Source: an optimization exercise on an open RTL-to-GDS flow (aim: small area and a short achievable clock period). Production flows keep margins and buffers that such runs may drop.
Only simulation tests tie the RTL to the original design; equivalence was not proved.

`design/flow/constraint.sdc`:
```
create_clock -name core_clock -period 9.0 [get_ports {clk}]
set_input_delay 1.8000 -clock core_clock [delete_from_list [all_inputs] [get_ports {clk}]]
set_output_delay 1.8000 -clock core_clock [all_outputs]
set_load 0.01 [all_outputs]
```
`design/flow/run.sh`:
```
#!/bin/bash
# synth_recipe.tcl (not shown) runs the flow's synth.tcl, then flattens the netlist and writes it again
# the make line also repeats each setting of config.mk as NAME=value (left out here)
make -C /OpenROAD-flow-scripts/flow DESIGN_CONFIG=/design/flow/config.mk WORK_HOME=/design/flow/orfs CLKGATE_MAP_FILE= SYNTH_SCRIPT=/design/flow/synth_recipe.tcl finish
```
`design/flow/config.mk`:
```
export PLATFORM = sky130hd
export DESIGN_NAME = psum_accumulator
export DESIGN_NICKNAME = psum_accumulator
export VERILOG_FILES = /design/flow/design.v
export SDC_FILE = /design/flow/constraint.sdc
export NUM_CORES = 4
export LEC_CHECK = 0
export CAP_MARGIN = 20
export CORE_MARGIN = 2
export CORE_UTILIZATION = 40
export SLEW_MARGIN = 20
```
`design/flow/design.v`:
```
package psum_acc_pkg;
  typedef enum logic [1:0] {
    IDLE  = 2'd0,
    ACCUM = 2'd1,
    FINAL = 2'd2
  } state_t;
  function automatic integer acc_width(input integer t_d_size, input integer f_width);
    acc_width = t_d_size + $clog2(f_width);
  endfunction
  function automatic logic signed [63:0] sat_to(input logic signed [63:0] v,
                                                input integer o_width);
    logic signed [63:0] max_v;
    logic signed [63:0] min_v;
    max_v = (64'sd1 <<< (o_width - 1)) - 64'sd1;
    min_v = -max_v - 64'sd1;
    if (v > max_v) begin
      sat_to = max_v;
    end else if (v < min_v) begin
      sat_to = min_v;
    end else begin
      sat_to = v;
    end
  endfunction
endpackage
module psum_line_buffer #(
  parameter int DEPTH = 32,
  parameter int WIDTH = 40,
  parameter int AW    = 5
) (
  input  logic             clk,
  input  logic             i_we,
  input  logic [AW-1:0]    i_waddr,
  input  logic [WIDTH-1:0] i_wdata,
  input  logic [AW-1:0]    i_raddr,
  output logic [WIDTH-1:0] o_rdata
);
  logic [WIDTH-1:0] r_mem [DEPTH];
  always_ff @(posedge clk) begin
    if (i_we) begin
      r_mem[i_waddr] <= i_wdata;
    end
  end
  assign o_rdata = r_mem[i_raddr];
endmodule
module psum_accumulator #(
  parameter int T_D_SIZE = 37,
  parameter int O_D_SIZE = 16,
  parameter int F_WIDTH  = 5,
  parameter int LINE_LEN = 32
) (
  input  logic                       clk,
  input  logic                       rst,
  input  logic                       clk_en,
  input  logic [T_D_SIZE-1:0]        psum_i,
  input  logic                       psum_valid_i,
  output logic                       psum_ready_o,
  input  logic [T_D_SIZE-1:0]        bias_i,
  input  logic [4:0]                 shift_i,
  output logic [O_D_SIZE-1:0]        out_data_o,
  output logic                       out_valid_o,
  input  logic                       out_ready_i,
  output logic [$clog2(F_WIDTH)-1:0] pass_o,
  output logic                       row_done_o
);
  localparam int ACC_W = psum_acc_pkg::acc_width(T_D_SIZE, F_WIDTH);
  localparam int EXT_W = ACC_W - T_D_SIZE;
  localparam int PW    = $clog2(F_WIDTH);
  localparam int CW    = (LINE_LEN > 1) ? $clog2(LINE_LEN) : 1;
  localparam logic [CW-1:0] COL_LAST       = CW'(LINE_LEN - 1);
  localparam logic [PW-1:0] PASS_PRE_FINAL = PW'(F_WIDTH - 2);
  if (F_WIDTH < 2 || ACC_W > 64) begin : g_param_check
    $error("psum_accumulator: F_WIDTH must be >= 2 and ACC_W <= 64");
  end
  psum_acc_pkg::state_t                r_state;
  logic [CW-1:0]         r_col;
  logic [PW-1:0]         r_pass;
  logic [O_D_SIZE-1:0]   r_out_data;
  logic                  r_out_valid;
  logic                  r_row_done;
  logic                  w_accept;
  logic                  w_col_wrap;
  logic                  w_buf_we;
  logic [ACC_W-1:0]      w_buf_rd;
  logic [ACC_W-1:0]      w_buf_wr;
  logic signed [ACC_W-1:0] w_psum_ext;
  logic signed [ACC_W-1:0] w_bias_ext;
  logic signed [ACC_W-1:0] w_sum_v;
  logic signed [ACC_W-1:0] w_act_v;
  logic signed [63:0]    w_act_64;
  logic signed [63:0]    w_shifted;
  logic signed [63:0]    w_sat;
  assign psum_ready_o = clk_en & ~((r_state == psum_acc_pkg::FINAL) & r_out_valid & ~out_ready_i);
  assign w_accept     = psum_valid_i & psum_ready_o;
  assign w_col_wrap   = (r_col == COL_LAST);
  assign w_psum_ext = {{EXT_W{psum_i[T_D_SIZE-1]}}, psum_i};
  assign w_bias_ext = {{EXT_W{bias_i[T_D_SIZE-1]}}, bias_i};
  assign w_buf_wr = (r_pass == '0) ? w_psum_ext : (w_buf_rd + w_psum_ext);
  assign w_buf_we = w_accept & (r_state != psum_acc_pkg::FINAL);
  assign w_sum_v = w_buf_rd + w_psum_ext + w_bias_ext;
  assign w_act_v = w_sum_v;
  assign w_act_64  = 64'(w_act_v);
  assign w_shifted = w_act_64 >>> shift_i;
  assign w_sat     = psum_acc_pkg::sat_to(w_shifted, O_D_SIZE);
  psum_line_buffer #(
    .DEPTH (LINE_LEN),
    .WIDTH (ACC_W),
    .AW    (CW)
  ) u_line_buffer (
    .clk     (clk),
    .i_we    (w_buf_we),
    .i_waddr (r_col),
    .i_wdata (w_buf_wr),
    .i_raddr (r_col),
    .o_rdata (w_buf_rd)
  );
  always_ff @(posedge clk or posedge rst) begin
    if (rst) begin
      r_state     <= psum_acc_pkg::IDLE;
      r_col       <= '0;
      r_pass      <= '0;
      r_out_data  <= '0;
      r_out_valid <= 1'b0;
      r_row_done  <= 1'b0;
    end else if (clk_en) begin
      r_row_done <= 1'b0;
      if (r_out_valid && out_ready_i) begin
        r_out_valid <= 1'b0;
      end
      if (w_accept) begin
        r_col <= w_col_wrap ? '0 : r_col + 1'b1;
        case (r_state)
          psum_acc_pkg::IDLE, psum_acc_pkg::ACCUM: begin
            if (w_col_wrap) begin
              r_pass  <= r_pass + 1'b1;
              r_state <= (r_pass == PASS_PRE_FINAL) ? psum_acc_pkg::FINAL : psum_acc_pkg::ACCUM;
            end else begin
              r_state <= psum_acc_pkg::ACCUM;
            end
          end
          psum_acc_pkg::FINAL: begin
            r_out_data  <= w_sat[O_D_SIZE-1:0];
            r_out_valid <= 1'b1;
            if (w_col_wrap) begin
              r_pass     <= '0;
              r_state    <= psum_acc_pkg::IDLE;
              r_row_done <= 1'b1;
            end
          end
          default: r_state <= psum_acc_pkg::IDLE;
        endcase
      end
    end
  end
  assign out_data_o  = r_out_data;
  assign out_valid_o = r_out_valid;
  assign pass_o      = r_pass;
  assign row_done_o  = r_row_done;
endmodule
```
==> run notes <==
==> placed cells by master (no fill, tap or decap), types with 14 or more instances in the layout <==
master,Yosys,layout
ha_1,87,80
mux2i_1,56,52
nor2_1,186,150
clkbuf_1,131,24
mux4_2,325,325
nor2_4,0,33
xnor2_1,47,44
nor3_1,42,34
o21ai_0,86,72
o21bai_1,19,18
a21oi_2,2,18
nand2b_1,16,15
o22ai_1,18,16
o21ai_2,14,18
nand3_1,38,36
nand4_1,69,69
nand2_1,221,219
a21oi_1,138,122
a22oi_1,165,161
dfrtp_1,28,26
clkinv_2,0,24
xor2_1,16,14
buf_12,1,28
a211oi_1,36,30
a21o_1,46,46
mux2_2,17,17
clkdlybuf4s50_1,0,101
clkbuf_16,0,141
buf_4,6,519
o21ai_1,9,18
inv_1,55,54
edfxtp_1,1280,1280
o211ai_1,18,18
clkinv_1,3,31
==> metrics by stage <==
stage | hold WS (ns) | worst slack (ns) | utilization, %
global placement | 0.4861 | -1.066 | 45.37
finish | 0.5209 | 0.2936 | 49.01
CTS | 0.5234 | 0.003761 | 48.55
detailed placement | 0.5114 | -1.064 | 45.40
floorplan | 0.4859 | 0.03783 | -
global route | 0.5396 | -0.04996 | 49.01
==> sequential cells by signal (all words and copies together) (netlist names) <==
name,flops
r_pass,3
r_state,2
r_out_data,16
u_line_buffer.r_mem,1280
r_col,5
r_row_done,1
r_out_valid,1
==> worst register-to-register path: cells and delay by family, from the launching register on <==
| family | cells | cell delay (ns) |
|---|---|---|
| flops | 1 | 0.56 |
| fa+ha+maj | 3 | 1.03 |
| buf+inv | 5 | 0.75 |
| compound gates | 15 | 2.58 |
| mux | 4 | 1.58 |
| xor+xnor | 1 | 0.08 |
| simple gates | 8 | 2.02 |
==> logic make-up after synthesis <==
family | after synthesis
adder cells (fa/ha/maj) | 89
buffers and inverters | 261
XOR/XNOR | 65
AND/OR/NAND/NOR | 678
multiplexers | 399
AO/OA/AOI/OAI | 698
flip-flops | 1308
==> final timing paths <==
kind | to | cells past startpoint
worst max-delay path | r_out_data[5] | 36
worst min-delay path | r_out_valid | 2
worst max register to register | r_out_data[5] | 36
worst min register to register | r_out_valid | 2
max in group asynchronous | r_col[0] | 2
min in group asynchronous | r_out_data[14] | 2
==> final cells by class <==
| class | count | share of cell area, % |
|---|---|---|
| timing repair buffer | 664 | 8.159 |
| clock buffer | 164 | 5.082 |
| multi-input combinational | 1929 | 26.39 |
| inverter | 58 | 0.3088 |
| sequential | 1308 | 55.53 |
| tap | 1903 | 3.378 |
| clock inverter | 80 | 1.155 |
==> layer usage <==
layer | global-route usage [%] | part of all wire [%] | routed length [um]
met1 | 33.92 | 42 | 75110
met2 | 38.35 | 47 | 84930
met3 | 3.765 | 7.9 | 14230
met4 | 7.371 | 3.0 | 5393
met5 | 0 | 0.011 | 20
==> timing repair <==
| item | CTS | global route |
|---|---|---|
| hold buffers | 0 | 0 |
| pin swaps | 2 | 25 |
| cloned | 0 | 2 |
| gates resized for setup | 14 | 95 |
| setup endpoints to repair | 16 | 16 |
| setup buffers | 8 | 18 |
==> impl_metrics.yaml <==
setup_path:
  slowest_delay_ns: 0.56
  worstReg2RegStart: "r_col[0]"
  cp_top_family: "compound AO/OA/AOI/OAI gates"
  startpoint: "r_col[0]"
  crit_path_top_delay_cell: "dfrtp_4"
  cp-end-kind: "flop"
  critPathLaunchType: "flop"
  cpMostUsedCell: "a21oi_2"
  cp.arrival_ns: 9.34
  path_max_fanout: 16
  timing.reg2reg.setup_slack_ns: 0.29
  crit_type: "reg2reg"
  crit_buf_inv: 5
  critPathRequiredTime_ns: 9.64
die:
  initial_core_util_pct: 40.37
  die_h_um: 385.0
  die_width_um: 385.0
  die_area_mm2: 0.1482
  core_region_area_mm2: 0.1438
  io_pins: 106
  placementRows: 139
yosys:
  yosys_most_used_dff: "edfxtp_1"
  yosys.area.top_type: "edfxtp_1"
  synth_seq_area_share_pct: 67.40
  synth.net_count: 3671
  synth_xor_area_share_pct: 1.019
  synthAdderAreaFrac_pct: 1.943
  synth_cells: 3498
  synth_top_family_by_area: "multiplexers"
  postSynthAreaPerCell_um2: 16.60
  synthMuxAreaShare_pct: 13.93
  synthSimpleGateAreaFrac_pct: 5.548
  ys_ff_latch: 1308
  ys_warn_count: 2
  synth-compound-area-share_pct: 8.345
  synth_edf_count: 1280
  synth_cell_type_count: 101
  yosys-top-cells-area: "edfxtp_1 66%, mux4_2 13%, a22oi_1 2.1%"
  syn_area_mm2: 0.05807
  synth.top_cells.by_count: "1280 x edfxtp_1, 325 x mux4_2, 221 x nand2_1, 186 x nor2_1, 165 x a22oi_1"
  yosysMostFrequentCell: "edfxtp_1"
  synth_top_area_share_pct: 66.19
  ys_async_sr_fraction_pct: 2.141
timing:
  tns_ns: 0
  hold_violations: 0
  tightest_slew_ns: 1.152
  maxSlewViolCount: 0
  fmax_mhz: 114.9
  relSlewSlack_pct: 23.17
  fin_crit_sh_pct: 96.74
  fin_crit_ns: 8.706
  setup_viol: 0
  fin_skew_ns: 0.04183
clock_tree:
  htreeDepth: 4
  tritoncts: "built"
  cts_sinks: 1308
  clk_latency_ns: 0.78
  clock_tree.buffer_depth: 3
  numCtsBuffers: 136
  path_clk_slew_ns: 0.06
  root_buffer: "clkbuf_16"
global_route:
  grt.overflow.total: 0
  grt_pass1_vias: 35230
  grt_max_degree: 61
  antenna_found_initial: 1
  grt_pass1_wl_mm: 253.9
  grt_usage_pct: 24.00
placement:
  gp_congestion: 0.9526
  hpwl_mm: 108.3
  portBuffers: 105
  placed_cell_area_mm2: 0.06530
  place_inst: 5832
job:
  cap_violations: 0
layout:
  regArea_mm2: 0.03915
  num-fill-cells: 11890
  layout-drive-gt1-share_pct: 30.38
  finalNetCount: 4270
  fin_cells: 6106
  antennaDiodeCount: 0
  area_delta_synth_final_pct: 21.39
  multi_input_area_mm2: 0.01860
  stdcell_area_mm2: 0.07049
status:
  status: "complete, no violations"
route:
  first_pass_iters: 6
  drc: 0
  ant_nets: 0
  drt-total-wl_mm: 179.7
  drt_iter0_drc: 4591
  viasPerCell: 5.994
  wl_per_cell_um: 29.43
  vias: 36600
hold_path:
  worstHoldStart: "r_out_valid"
  min_path_type: "reg2reg"

## separate check: timing with driven ports
No port has a modelled driver above. Below, the same layout with a new extraction and two added sets of constraints. Step 1 sets driving cells, clkbuf_16 on the clock port and buf_2 on the other inputs (assumed; they add their load-dependent delay and slew). Step 2 moves the port delays by t, midway between the first and last clock arrival at a register: inputs arrive t later, outputs are due t later. That takes back most of the time a late clock gives input paths. Slacks: no drivers / after step 1 / after step 2; pairs: no drivers / after step 1.
t, ns: 0.836
setup WS [ns]: 0.294 / 0.294 / -0.353
worst hold slack (ns): 0.521 / 0.521 / 0.521
clock arrival spread, ns: 0.042 / 0.042
Met with ideal ports but missed after step 2: setup timing in this run. The setup slack of this run moves by 0.000 ns with the drivers and by -0.647 ns with both steps.
